From an optimization exercise on the open Yosys and OpenROAD flow, aimed at small area, a short achievable clock period and few clock cycles per item; shortcuts taken in it are not production practice.
Power figures rest on the tool's default switching activity, not on a simulated workload.

## maple
==> flow/design.v <==
module fft_pingpong_mem
(
  input  logic        clk,
  input  logic        load,
  input  logic        hold,
  input  logic [19:0] d,
  output logic [19:0] q
);
  always_ff @(posedge clk)
    q <= (d & {20{load}}) | (q & {20{hold}});
endmodule
module fft_bitrev_buf
(
  input  logic clk,
  input  logic rst,
  input  logic din_vld,
  input  logic din_last,
  input  logic [9:0] din_re,
  input  logic [9:0] din_im,
  input  logic dout_rdy,
  output logic din_rdy,
  output logic dout_vld,
  output logic dout_last,
  output logic [5:0] dout_idx,
  output logic [9:0] dout_re,
  output logic [9:0] dout_im,
  output logic err_frame
);
  function automatic logic [5:0] bitrev(input logic [5:0] v);
    logic [5:0] r;
    for (int i = 0; i < 6; i++)
      r[i] = v[5-i];
    bitrev = r;
  endfunction
  function automatic logic [7:0] onehot3(input logic [2:0] v);
    onehot3 = 8'd1 << v;
  endfunction
  function automatic logic [5:0] rd_slot(input logic p, input logic [5:0] c);
    rd_slot = p ? c : bitrev(c);
  endfunction
  logic [19:0] in_data;     
  logic        in_vld;
  logic [5:0]  wr_cnt;      
  logic        wr_par;      
  logic        free_q;      
  logic        rdy_q;       
  logic        in_free;     
  logic [5:0]  rd_cnt;      
  logic        rd_par;      
  logic [7:0]  rd_hi;       
  logic [7:0]  rd_lo;       
  logic [1:0]  n_full;      
  logic        vld_q;
  logic [19:0] out_data;
  logic [5:0]  out_idx;
  logic        out_last;
  logic        acc;
  logic        acc_wrap;
  logic        we;
  logic        wr_wrap;
  logic        ld;
  logic        ld_wrap;
  logic [19:0] rd_data;
  logic [19:0] mem [64];
  logic [19:0] grp [8];
  logic [7:0]  wr_hi;       
  logic [7:0]  wr_lo;       
  logic [5:0]  slot_w;
  logic [5:0]  wr_cnt_n;
  logic        wr_par_n;
  logic [5:0]  rd_cnt_i;    
  logic        rd_par_i;
  logic [5:0]  slot_i;
  logic        free_h;      
  logic        free_l;      
  logic        free_n;
  logic        in_vld_n;
  assign din_rdy  = rdy_q;
  assign dout_vld = vld_q;
  assign in_free  = !in_vld | free_q;
  assign acc      = din_vld & in_free;
  assign acc_wrap = in_vld ? (wr_cnt == 6'd62) : (wr_cnt == 6'd63);
  assign we       = in_vld & free_q;
  assign wr_wrap  = (wr_cnt == 6'd63);
  assign ld       = (!vld_q | dout_rdy) & ((n_full != 2'd0) | (acc & acc_wrap));
  assign ld_wrap  = (rd_cnt == 6'd63);
  for (genvar k = 0; k < 64; k++) begin : g_mem
    logic sel;
    assign sel = wr_hi[k/8] & wr_lo[k%8];
    fft_pingpong_mem u_ent (
      .clk  (clk),
      .load (sel),
      .hold (!sel),
      .d    (in_data),
      .q    (mem[k])
    );
  end
  always_comb begin
    for (int g = 0; g < 8; g++) begin
      grp[g] = '0;
      for (int l = 0; l < 8; l++)
        grp[g] = grp[g] | (mem[8*g+l] & {20{rd_lo[l]}});
    end
    rd_data = '0;
    for (int g = 0; g < 8; g++)
      rd_data = rd_data | (grp[g] & {20{rd_hi[g]}});
  end
  always_comb begin
    wr_cnt_n = we ? wr_cnt + 6'd1 : wr_cnt;
    wr_par_n = (we & wr_wrap) ? ~wr_par : wr_par;
    slot_w   = wr_par_n ? bitrev(wr_cnt_n) : wr_cnt_n;
    rd_cnt_i = rd_cnt + 6'd1;
    rd_par_i = ld_wrap ? ~rd_par : rd_par;
    slot_i   = rd_slot(rd_par_i, rd_cnt_i);
    free_h   = (wr_par_n == rd_par)   || (wr_cnt_n < rd_cnt);
    free_l   = (wr_par_n == rd_par_i) || (wr_cnt_n < rd_cnt_i);
    free_n   = ld ? free_l : free_h;
    in_vld_n = in_free ? din_vld : in_vld;
  end
  always_ff @(posedge clk) begin
    if (rst) begin
      in_vld    <= 1'b0;
      wr_cnt    <= '0;
      wr_par    <= 1'b0;
      wr_hi     <= 8'd1;
      wr_lo     <= 8'd1;
      free_q    <= 1'b1;
      rdy_q     <= 1'b1;
      rd_cnt    <= '0;
      rd_par    <= 1'b0;
      rd_hi     <= 8'd1;
      rd_lo     <= 8'd1;
      n_full    <= '0;
      vld_q     <= 1'b0;
      err_frame <= 1'b0;
    end else begin
      in_vld  <= in_vld_n;
      wr_cnt  <= wr_cnt_n;
      wr_par  <= wr_par_n;
      wr_hi   <= free_n ? onehot3(slot_w[5:3]) : 8'd0;
      wr_lo   <= onehot3(slot_w[2:0]);
      free_q  <= free_n;
      rdy_q   <= !in_vld_n || free_n;
      if (ld) begin
        rd_cnt <= rd_cnt_i;
        rd_par <= rd_par_i;
        rd_hi  <= onehot3(slot_i[5:3]);
        rd_lo  <= onehot3(slot_i[2:0]);
      end
      n_full  <= n_full + 2'((acc & acc_wrap)) - 2'((ld & ld_wrap));
      if (acc && (din_last != acc_wrap))
        err_frame <= 1'b1;
      if (ld)
        vld_q <= 1'b1;
      else if (dout_rdy)
        vld_q <= 1'b0;
    end
  end
  always_ff @(posedge clk) begin
    if (in_free)
      in_data <= {din_re, din_im};
  end
  fft_pingpong_mem u_out (
    .clk  (clk),
    .load (ld & !rst),
    .hold (!(ld | dout_rdy | rst)),
    .d    (rd_data),
    .q    (out_data)
  );
  always_ff @(posedge clk) begin
    if (rst) begin
      out_idx  <= '0;
      out_last <= 1'b0;
    end else if (ld) begin
      out_idx  <= bitrev(rd_cnt);
      out_last <= ld_wrap;
    end else if (dout_rdy) begin
      out_idx  <= '0;
      out_last <= 1'b0;
    end
  end
  assign dout_re   = out_data[19:10];
  assign dout_im   = out_data[9:0];
  assign dout_idx  = out_idx;
  assign dout_last = out_last;
endmodule
clock: 6.5 ns
lec_check: 0
cap_margin: 20
core_margin: 2
core_utilization: 55
cts_buf_list: sky130_fd_sc_hd__clkbuf_16
cts_cluster_diameter: 80
cts_cluster_size: 25
setup_slack_margin: 4.0
slew_margin: 20
synth_hierarchical: 1
run.sh (not shown) runs the stock make flow with config.mk's settings and CLKGATE_MAP_FILE= SYNTH_SCRIPT=/design/flow/synth_recipe.tcl, a recipe that flattens the netlist after the stock synthesis.
Here is what was changed in the inputs of pepper compared with maple.
-- flow/design.v --
<<< maple, line 9
  always_ff @(posedge clk)
    q <= (d & {20{load}}) | (q & {20{hold}});
endmodule
module fft_bitrev_buf
>>> pepper, line 9
  always_ff @(posedge clk)
    q <= (d & {20{load}}) | (q & {20{hold}});
endmodule
module fft_sel_reg
(
  input  logic       clk,
  input  logic       rst,
  input  logic       en,
  input  logic [7:0] d,
  output logic [7:0] q
);
  always_ff @(posedge clk) begin
    if (rst)
      q <= 8'd1;
    else if (en)
      q <= d;
  end
endmodule
module fft_bitrev_buf
<<< maple, line 49
  logic        rd_par;      
  logic [7:0]  rd_hi;       
  logic [7:0]  rd_lo;       
  logic [1:0]  n_full;      
  logic        vld_q;
>>> pepper, line 64
  logic        rd_par;      
  logic [7:0]  rd_hi;       
  logic [7:0]  rd_lo_a;     
  logic [7:0]  rd_lo_b;     
  logic [1:0]  n_full;      
  logic        vld_q;
<<< maple, line 100
      grp[g] = '0;
      for (int l = 0; l < 8; l++)
        grp[g] = grp[g] | (mem[8*g+l] & {20{rd_lo[l]}});
    end
    rd_data = '0;
>>> pepper, line 116
      grp[g] = '0;
      for (int l = 0; l < 8; l++)
        grp[g] = grp[g] | (mem[8*g+l] & {{10{rd_lo_b[l]}}, {10{rd_lo_a[l]}}});
    end
    rd_data = '0;
<<< maple, line 106
      rd_data = rd_data | (grp[g] & {20{rd_hi[g]}});
  end
  always_comb begin
    wr_cnt_n = we ? wr_cnt + 6'd1 : wr_cnt;
>>> pepper, line 122
      rd_data = rd_data | (grp[g] & {20{rd_hi[g]}});
  end
  fft_sel_reg u_rd_lo_a (
    .clk (clk),
    .rst (rst),
    .en  (ld),
    .d   (onehot3(slot_i[2:0])),
    .q   (rd_lo_a)
  );
  fft_sel_reg u_rd_lo_b (
    .clk (clk),
    .rst (rst),
    .en  (ld),
    .d   (onehot3(slot_i[2:0])),
    .q   (rd_lo_b)
  );
  always_comb begin
    wr_cnt_n = we ? wr_cnt + 6'd1 : wr_cnt;
<<< maple, line 130
      rd_par    <= 1'b0;
      rd_hi     <= 8'd1;
      rd_lo     <= 8'd1;
      n_full    <= '0;
      vld_q     <= 1'b0;
>>> pepper, line 160
      rd_par    <= 1'b0;
      rd_hi     <= 8'd1;
      n_full    <= '0;
      vld_q     <= 1'b0;
<<< maple, line 146
        rd_par <= rd_par_i;
        rd_hi  <= onehot3(slot_i[5:3]);
        rd_lo  <= onehot3(slot_i[2:0]);
      end
      n_full  <= n_full + 2'((acc & acc_wrap)) - 2'((ld & ld_wrap));
>>> pepper, line 175
        rd_par <= rd_par_i;
        rd_hi  <= onehot3(slot_i[5:3]);
      end
      n_full  <= n_full + 2'((acc & acc_wrap)) - 2'((ld & ld_wrap));
==> notes.md <==
- In pepper the routed wire length turned out 7100 um higher than in maple.
- Relative to maple, post-layout utilization of the core has gone up in pepper.
- When pepper is measured against maple, its final cell count without fillers turns out 119 higher.
- Footprint of the flip-flops and latches in pepper is about 0.7% above maple.
- Die area deteriorates in pepper relative to maple.
- Compared with maple, pepper shows power after layout higher by 2.9%.
- Cmp pepper vs maple: required arrival time at the worst endpoint lower in pepper
- Clock tree buffer count of the final layout: pepper > maple
- The number of logic inverters in the finished layout in pepper was lower than what maple gave.
- Looking at first-pass GRT wire length across both flows, pepper is the weaker of the two, with maple ahead.
- g_mem[33].u_ent.q[17] as the destination of the critical timing path was reported by pepper, and u_out.q[3] by maple.
- Against maple, pepper comes in 0.52 points higher on share of final-layout standard cells stronger than drive strength 1.
- Measured against each other, pepper and maple differ in post-synthesis cell area, the higher figure coming from pepper.
Function was not checked in any run of this note: the RTL went through the layout flow alone.

separate check: timing with driven ports:
No port has a modelled driver above. Below, the same layouts with a new extraction and two added sets of constraints. Step 1 (the two cells are an assumption about what drives the block):
set clk [get_ports {clk}]
set_driving_cell -lib_cell sky130_fd_sc_hd__clkbuf_16 $clk
set_driving_cell -lib_cell sky130_fd_sc_hd__buf_2 [delete_from_list [all_inputs] $clk]
Step 2 adds t to the input delays and takes it off the output delays; t is the mean of the earliest and latest rising clock arrival at the registers after step 1. Input paths then give back, and output paths get back, about the clock's delay inside the block. a / b / c = ideal ports / drivers / drivers and shift; a / b = the first two.
| run | t, ns | setup WS [ns] | worst hold slack (ns) |
|---|---|---|---|
| maple | 0.794 | 3.917 / 3.841 / 3.417 | 0.476 / 0.476 / 0.476 |
| pepper | 0.728 | 3.931 / 3.931 / 3.395 | 0.460 / 0.460 / 0.460 |
After both steps setup and hold are still met in every run listed. For pepper, which loses most, drivers alone change the setup slack by 0.000 ns; drivers and shift together by -0.536 ns.
